Source: an optimization exercise on an open RTL-to-GDS flow (aim: small area and few clock cycles per item). Production flows keep margins and buffers that such runs may drop. Where RTL was checked, it was by simulation tests only, not by an equivalence proof against the original.

==> flow/design.v (excerpt) <==
module mac_prime2r #(
  parameter int MAX_TERMS = 1024,
  parameter int CNT_W     = 11
) (
  input  logic         clk,
  input  logic         rst_n,
  input  logic         in_valid,
  output logic         in_ready,
  input  logic         in_last,
  input  logic [23:0]  a,
  input  logic [23:0]  b,
  output logic         out_valid,
  input  logic         out_ready,
  output logic [69:0]  c,
  output logic         err
);
==> flow/config.mk <==
export PLATFORM = sky130hd
export DESIGN_NAME = mac_prime2r
export DESIGN_NICKNAME = mac_prime2r
export VERILOG_FILES = /design/flow/design.v
export SDC_FILE = /design/flow/constraint.sdc
export NUM_CORES = 4
export LEC_CHECK = 0
export CAP_MARGIN = 0
export CORE_MARGIN = 2
export CORE_UTILIZATION = 55
export CTS_BUF_LIST = sky130_fd_sc_hd__clkbuf_8 sky130_fd_sc_hd__clkbuf_16
export GPL_TIMING_DRIVEN = 0
export SLEW_MARGIN = 0
export SYNTH_HIERARCHICAL = 1
==> flow/constraint.sdc <==
create_clock -name core_clock -period 8.0 [get_ports {clk}]
set_input_delay 1.6000 -clock core_clock [delete_from_list [all_inputs] [get_ports {clk}]]
set_output_delay 1.6000 -clock core_clock [all_outputs]
set_load 0.01 [all_outputs]
standard.sh (not shown) runs the stock make flow with config.mk's settings and CLKGATE_MAP_FILE= SYNTH_SCRIPT=/design/flow/synth_recipe.tcl, a recipe that flattens the netlist after the stock synthesis.
==> flow/flow/run.sh <==
#!/bin/bash
# Own layout flow: the standard flow (standard.sh), with the standard
# synthesis unchanged, then the layout steps with a few extra ORFS settings
# read from flow/knobs.txt (one VAR=value per line):
#  - port buffers are plain buffers instead of the default delay-cell choice,
#  - optional extra repair/recovery settings.
# Each step's full output goes to its own log file in this folder.
set -euo pipefail
here=$(pwd)
knobs=()
if [[ -f flow/knobs.txt ]]; then
  while IFS= read -r line; do
    [[ -z "$line" || "$line" == \#* ]] && continue
    knobs+=("$line")
  done < flow/knobs.txt
fi
bash standard.sh synth > "$here/flow_synth.log" 2>&1
bash standard.sh "${knobs[@]}" finish > "$here/flow_layout.log" 2>&1
test -s out/final.def
==> flow/flow/knobs.txt <==
BUFFER_PORTS_ARGS=-buffer_cell sky130_fd_sc_hd__buf_1
Testbench counts at the start, summed over its fixed seeds: cycles 31,914, items 31,906.
==> next run, changes <==
- CORE_UTILIZATION: 55 -> 65
The changed run finished clean.
Cell count decreases by a few percent.
Design area decreases slightly.
Count of clock-buffer cells in the layout decreases by 2.
Routed wire length stays flat.
Maximum frequency decreases slightly.
Non-clock buffer count decreases by 16.
Setup slack loses 83 ps.


mac_prime2r, a different RTL version from the one above (not shown whole).
Size in the first run: about 130 I/O pins, about 0.017 mm^2 of cells after synthesis.
Settings: LEC_CHECK=0, CAP_MARGIN=0, CORE_MARGIN=2, CORE_UTILIZATION=40, CTS_BUF_LIST=sky130_fd_sc_hd__clkbuf_4 sky130_fd_sc_hd__clkbuf_8 sky130_fd_sc_hd__clkbuf_16, GPL_TIMING_DRIVEN=0, SLEW_MARGIN=0, SYNTH_HIERARCHICAL=1; clock period 8.0 ns.
Scripts as last shown in full above: flow/flow/run.sh, flow/flow/knobs.txt
Rerun with:
CORE_UTILIZATION = 55   (was 40)
CTS_BUF_LIST = sky130_fd_sc_hd__clkbuf_8   (was sky130_fd_sc_hd__clkbuf_4 sky130_fd_sc_hd__clkbuf_8 sky130_fd_sc_hd__clkbuf_16)
The new run ran to the end with no violations.
Setup slack improved by 89 ps.
Cell count is lower by 6.4%.
Hold slack improved by 8.7 ps.
No functional check of the RTL was part of any run of this note.


v25:
mac_prime2r, a different RTL version from the one above (not shown whole).
Size in the first run: ~1700 cells after synthesis, about 83 flip-flops, about 130 I/O pins, roughly 17000 um2 of cells after synthesis.
==> flow/config.mk <==
export PLATFORM = sky130hd
export DESIGN_NAME = mac_prime2r
export DESIGN_NICKNAME = mac_prime2r
export VERILOG_FILES = /design/flow/design.v
export SDC_FILE = /design/flow/constraint.sdc
export NUM_CORES = 4
export LEC_CHECK = 0
export CAP_MARGIN = 10
export CORE_MARGIN = 2
export CORE_UTILIZATION = 60
export CTS_BUF_LIST = sky130_fd_sc_hd__clkbuf_8 sky130_fd_sc_hd__clkbuf_16
export GPL_TIMING_DRIVEN = 0
export SLEW_MARGIN = 10
export SYNTH_HIERARCHICAL = 1
export TNS_END_PERCENT = 0
==> flow/constraint.sdc <==
create_clock -name core_clock -period 8.0 [get_ports {clk}]
set_input_delay 1.6000 -clock core_clock [delete_from_list [all_inputs] [get_ports {clk}]]
set_output_delay 1.6000 -clock core_clock [all_outputs]
set_load 0.01 [all_outputs]
==> flow/flow/knobs.txt <==
BUFFER_PORTS_ARGS=-buffer_cell sky130_fd_sc_hd__buf_1
REMOVE_ABC_BUFFERS=1
Scripts as last shown in full above: flow/flow/run.sh
Testbench counts of v25, summed over its fixed seeds: cycles 31,914, items 31,906.
The inputs of v24 differ from those of v25 as listed below.
--- a/flow/config.mk
+++ b/flow/config.mk
@@ -11,5 +11,5 @@
 export CTS_BUF_LIST = sky130_fd_sc_hd__clkbuf_8 sky130_fd_sc_hd__clkbuf_16
 export GPL_TIMING_DRIVEN = 0
+export PLACE_DENSITY = 0.75
 export SLEW_MARGIN = 10
 export SYNTH_HIERARCHICAL = 1
-export TNS_END_PERCENT = 0
==> notes.md <==
Going from v25 to v24, number of global-route vias before repair grows by about 2.7%. v25 → v24: post-route cell area essentially unchanged, worst hold margin went up by 0.0044 ns, quantity of gates resized following cts moved down. v25 → v24: via density per instance went up by 1.1%, highest attainable clock frequency fell by about 0.8%.


== quartz ==
mac_prime2r, a different RTL version from the one above (not shown whole).
Size: roughly 1700 cells after synthesis, about 83 flip-flops, roughly 130 I/O pins, about 17000 µm² of cells after synthesis.
clock: 8.0 ns
lec_check: 0
cap_margin: 0
core_margin: 2
core_utilization: 40
cts_buf_list: sky130_fd_sc_hd__clkbuf_4 sky130_fd_sc_hd__clkbuf_8
gpl_timing_driven: 0
slew_margin: 0
synth_hierarchical: 1
==> flow/flow/knobs.txt <==
BUFFER_PORTS_ARGS=-buffer_cell sky130_fd_sc_hd__buf_1
Scripts as last shown in full above: flow/flow/run.sh
Testbench counts of quartz, summed over its fixed seeds: cycles 31,914, items 31,906.
diff inputs: quartz => sierra
Settings: a deleted CTS_BUF_LIST that had been sky130_fd_sc_hd__clkbuf_4 sky130_fd_sc_hd__clkbuf_8; a change of CAP_MARGIN from 0 to 20; a change of SLEW_MARGIN from 0 to 20.
Findings:
- Looking at the reports, sierra completed the entire flow and the layout it produced met the timing, DRC and antenna checks.
- quartz ended up with acc_r[61] as its termination of the worst setup path; sierra ended up with acc_r[68].
- Relative to quartz, the cell area measured on sierra has increased slightly.
- Compared with quartz, in sierra maximum frequency from static timing analysis picked up an extra about 0.4%; cell area reported after detailed placement picked up an extra about 0.8%; register-to-register slack picked up an extra 0.04 ns.
- The detailed-routed wire length on met3 reported for sierra is smaller than that of quartz by about 3.5%.


Another version of the RTL of mac_prime2r (not shown whole).
For scale: roughly 1700 cells after synthesis, roughly 83 flip-flops, about 0.017 mm² of cells after synthesis.
==> flow/design.v (excerpt) <==
module mac_prime2r #(
  parameter int MAX_TERMS = 1024,
  parameter int CNT_W     = 11
) (
  input  logic         clk,
  input  logic         rst_n,
  input  logic         in_valid,
  output logic         in_ready,
  input  logic         in_last,
  input  logic [23:0]  a,
  input  logic [23:0]  b,
  output logic         out_valid,
  input  logic         out_ready,
  output logic [69:0]  c,
  output logic         err
);
Settings: LEC_CHECK=0, CAP_MARGIN=20, CORE_MARGIN=2, CORE_UTILIZATION=40, GPL_TIMING_DRIVEN=1, SLEW_MARGIN=20, SYNTH_HIERARCHICAL=1; clock period 8.0 ns.
Scripts as last shown in full above: flow/flow/run.sh, flow/flow/knobs.txt
Change:
- GPL_TIMING_DRIVEN: 1 -> 0
Outcome: The changed run completed without violations. Utilization drops by 0.69 points. Count of clock-buffer cells in the layout stays the same. Setup slack loses 34 ps. Final cell count drops by 6.9%. Fmax drops by 0.43%.
Function was not checked in any run of this note: the RTL went through the layout flow alone.


Another version of the RTL of mac_prime2r (not shown whole).
Size in the first run: about 83 flip-flops, roughly 130 I/O pins, about 17000 sq um of cells after synthesis.
clock: 8.0 ns
lec_check: 0
cap_margin: 20
core_margin: 2
core_utilization: 40
gpl_timing_driven: 0
slew_margin: 20
synth_hierarchical: 1
run.sh (not shown) runs the stock make flow with config.mk's settings and CLKGATE_MAP_FILE= SYNTH_SCRIPT=/design/flow/synth_recipe.tcl, a recipe that flattens the netlist after the stock synthesis.
Stock flow here: none of the scripts above is used.
The starting point produced a layout that fails on setup timing.
Then changed:
GPL_TIMING_DRIVEN = default   (was 0)
Outcome: This time the run ran to the end with no violations. Worst hold slack gets better by 0.019 ns. Worst setup slack improves by 0.31 ns. Utilization goes up by 3.3 points. Synthesized area stays the same. Non-clock buffer count is higher by 234.
No functional check of the RTL was part of any run of this note.


## wip/maple
mac_prime2r with an RTL version that a note above also has.
Size: ~1700 cells after synthesis, roughly 83 flip-flops, about 130 I/O pins, ~17000 µm² of cells after synthesis.
==> flow/design.v (excerpt) <==
module mac_prime2r #(
  parameter int MAX_TERMS = 1024,
  parameter int CNT_W     = 11
) (
  input  logic         clk,
  input  logic         rst_n,
  input  logic         in_valid,
  output logic         in_ready,
  input  logic         in_last,
  input  logic [23:0]  a,
  input  logic [23:0]  b,
  output logic         out_valid,
  input  logic         out_ready,
  output logic [69:0]  c,
  output logic         err
);
  if ((2 ** CNT_W) <= MAX_TERMS) begin : g_cnt_w_check
    $error("mac_prime2r: CNT_W too narrow for MAX_TERMS");
  end
  logic        acc_keep_s;    
  logic        in_xfer_s;
  logic [69:0] acc_r;         
  logic [69:0] sum_s;
  logic        out_valid_r;
  logic        clr_r;         
  assign in_ready   = ~out_valid_r | out_ready;
  assign in_xfer_s  = in_valid & in_ready;
  assign acc_keep_s = ~((out_valid_r & out_ready) | clr_r);
  assign out_valid  = out_valid_r;
  assign c          = acc_r;
  logic [47:0] nacc;
  assign nacc = ~(acc_r[47:0] & {48{acc_keep_s}});
  logic [2:0] xfer_e;
  for (genvar g = 0; g < 3; g++) begin : g_xfer
    mac_xfer u_xfer (.in_valid(in_valid), .out_valid(out_valid_r), .out_ready(out_ready),
                     .xfer(xfer_e[g]));
  end
  logic [11:0] bo_neg;
  logic [11:0] bo_none, bo_ntwo, bo_nneg;    
  logic [25:0] b_ext;
  assign b_ext = {1'b0, b, 1'b0};         
  for (genvar k = 0; k < 12; k++) begin : g_booth
    assign bo_neg[k] = b_ext[2*k+2];
    for (genvar e = 0; e < 1; e++) begin : g_enc
      mac_benc u_enc (.b2(b_ext[2*k+2]), .b1(b_ext[2*k+1]), .b0(b_ext[2*k]), .xfer(xfer_e[k/4]),
                      .none(bo_none[k*1+e]), .ntwo(bo_ntwo[k*1+e]),
                      .nneg(bo_nneg[k*1+e]));
    end
  end
  logic [23:0] na [3];
  for (genvar g = 0; g < 3; g++) begin : g_na
    for (genvar i = 0; i < 24; i++) begin : g_bit
      mac_inv u_inv (.x(a[i]), .y(na[g][i]));
    end
  end
  logic [299:0] nbp;
  for (genvar k = 0; k < 12; k++) begin : g_row
  ...
Settings: LEC_CHECK=0, CAP_MARGIN=10, CORE_MARGIN=2, CORE_UTILIZATION=60, CTS_BUF_LIST=sky130_fd_sc_hd__clkbuf_8, GPL_TIMING_DRIVEN=0, SLEW_MARGIN=10, SYNTH_HIERARCHICAL=1; clock period 8.0 ns.
standard.sh (not shown) runs the stock make flow with config.mk's settings and CLKGATE_MAP_FILE= SYNTH_SCRIPT=/design/flow/synth_recipe.tcl, a recipe that flattens the netlist after the stock synthesis.
==> flow/flow/knobs.txt <==
BUFFER_PORTS_ARGS=-buffer_cell sky130_fd_sc_hd__buf_1
REMOVE_ABC_BUFFERS=1
Scripts as last shown in full above: flow/flow/run.sh
wip/maple: done, clean on timing, DRC and antenna
Testbench counts of wip/maple, summed over its fixed seeds: cycles 31,914, items 31,906.
What wip/indigo does differently from wip/maple at the input level:
# wip/maple
export LEC_CHECK = 0
export CAP_MARGIN = 10
export CORE_MARGIN = 2
export CORE_UTILIZATION = 60
export CTS_BUF_LIST = sky130_fd_sc_hd__clkbuf_8
export GPL_TIMING_DRIVEN = 0
export SLEW_MARGIN = 10
export SYNTH_HIERARCHICAL = 1
create_clock -name core_clock -period 8.0 [get_ports {clk}]
# wip/indigo
export LEC_CHECK = 0
export CAP_MARGIN = 0
export CORE_MARGIN = 2
export CORE_UTILIZATION = 60
export CTS_BUF_LIST = sky130_fd_sc_hd__clkbuf_8
export GPL_TIMING_DRIVEN = 0
export SLEW_MARGIN = 0
export SYNTH_HIERARCHICAL = 1
create_clock -name core_clock -period 8.0 [get_ports {clk}]
Results
wip/indigo vs wip/maple: non-clock buffer count down
Of wip/indigo and wip/maple, the run reporting the lower setup fix buffers added after clock tree synthesis was wip/indigo.
[wip/indigo vs wip/maple] core utilization: lower in wip/indigo
Compared with wip/maple, wip/indigo improves post-layout instance area.
wip/indigo: number of cells upsized or downsized after cts 2.0% above wip/maple
[diff] setup slack of the critical path after layout, wip/indigo relative to wip/maple: improvement
--- input diff wip/indigo..wip/garnet ---
# wip/indigo
export LEC_CHECK = 0
export CAP_MARGIN = 0
export CORE_MARGIN = 2
export CORE_UTILIZATION = 60
export CTS_BUF_LIST = sky130_fd_sc_hd__clkbuf_8
export GPL_TIMING_DRIVEN = 0
export SLEW_MARGIN = 0
export SYNTH_HIERARCHICAL = 1
create_clock -name core_clock -period 8.0 [get_ports {clk}]
# wip/garnet
export LEC_CHECK = 0
export CAP_MARGIN = 10
export CORE_MARGIN = 2
export CORE_UTILIZATION = 60
export CTS_BUF_LIST = sky130_fd_sc_hd__clkbuf_8 sky130_fd_sc_hd__clkbuf_16
export GPL_TIMING_DRIVEN = 0
export SLEW_MARGIN = 10
export SYNTH_HIERARCHICAL = 1
create_clock -name core_clock -period 8.0 [get_ports {clk}]
Findings:
Compared to wip/indigo, wip/garnet has buffer share of cell area 0.46 points higher.
Min final critical delay including setup and external delays across wip/indigo and wip/garnet: wip/garnet
In the reports for wip/indigo and wip/garnet, the smaller layout overhead on the synthesized area belongs to wip/indigo.
Diff wip/indigo -> wip/garnet: worst slew margin relative to its limit has increased, share of cell area taken by flip-flops and latches has remained practically unchanged.
From wip/indigo to wip/garnet the numbers moved as follows: final worst hold slack decreased 0.023 ns, final routed wirelength across all metal layers increased 1.3%.

[what the ideal ports hide]
In the flow no input, the clock included, has a driving cell. The finished layouts below were timed again as built, in two steps. Step 1 (the two cells are an assumption about what drives the block):
set clk [get_ports {clk}]
set_driving_cell -lib_cell sky130_fd_sc_hd__clkbuf_16 $clk
set_driving_cell -lib_cell sky130_fd_sc_hd__buf_2 [delete_from_list [all_inputs] $clk]
Step 2, shift: input delay + t, output delay - t, t = (earliest + latest rising clock arrival at the registers) / 2. This alone moves slack from input paths to output paths. a / b / c = ideal ports / drivers / drivers and shift; a / b = the first two.
| run | t, ns | slack for setup (ns) | slew at the worst register clock pin (ns) | pins driven straight from the clock port |
|---|---|---|---|---|
| the first run of note 1 | 0.432 | 0.218 / 0.249 / -0.184 | 0.08 / 0.08 | 1 |
| the second run of note 1 | 0.421 | 0.135 / 0.166 / -0.255 | 0.10 / 0.10 | 1 |
| the first run of note 2 | 0.454 | 0.120 / 0.146 / -0.308 | 0.09 / 0.09 | 1 |
| the second run of note 2 | 0.474 | 0.209 / 0.235 / -0.239 | 0.12 / 0.12 | 1 |
| v25 | 0.426 | 0.244 / 0.274 / -0.152 | 0.08 / 0.08 | 1 |
| v24 | 0.425 | 0.177 / 0.205 / -0.220 | 0.08 / 0.08 | 1 |
| quartz | 0.500 | 0.097 / 0.124 / -0.376 | 0.11 / 0.11 | 1 |
| sierra | 0.435 | 0.128 / 0.125 / -0.310 | 0.07 / 0.07 | 1 |
| the first run of note 5 | 0.438 | 0.194 / 0.200 / -0.238 | 0.09 / 0.09 | 1 |
| the second run of note 5 | 0.452 | 0.160 / 0.161 / -0.290 | 0.08 / 0.08 | 1 |
| the first run of note 6 | 0.447 | -0.184 / -0.161 / -0.608 | 0.08 / 0.08 | 1 |
| the second run of note 6 | 0.445 | 0.127 / 0.155 / -0.290 | 0.08 / 0.08 | 1 |
| wip/maple | 0.461 | 0.162 / 0.186 / -0.275 | 0.11 / 0.11 | 1 |
| wip/indigo | 0.456 | 0.224 / 0.248 / -0.208 | 0.10 / 0.10 | 1 |
| wip/garnet | 0.426 | 0.244 / 0.274 / -0.152 | 0.08 / 0.08 | 1 |
With both steps, setup timing fails in 14 of these runs, where it was met with ideal ports. The setup slack of quartz, which loses most, moves by +0.027 ns with the drivers and by -0.473 ns with both steps.
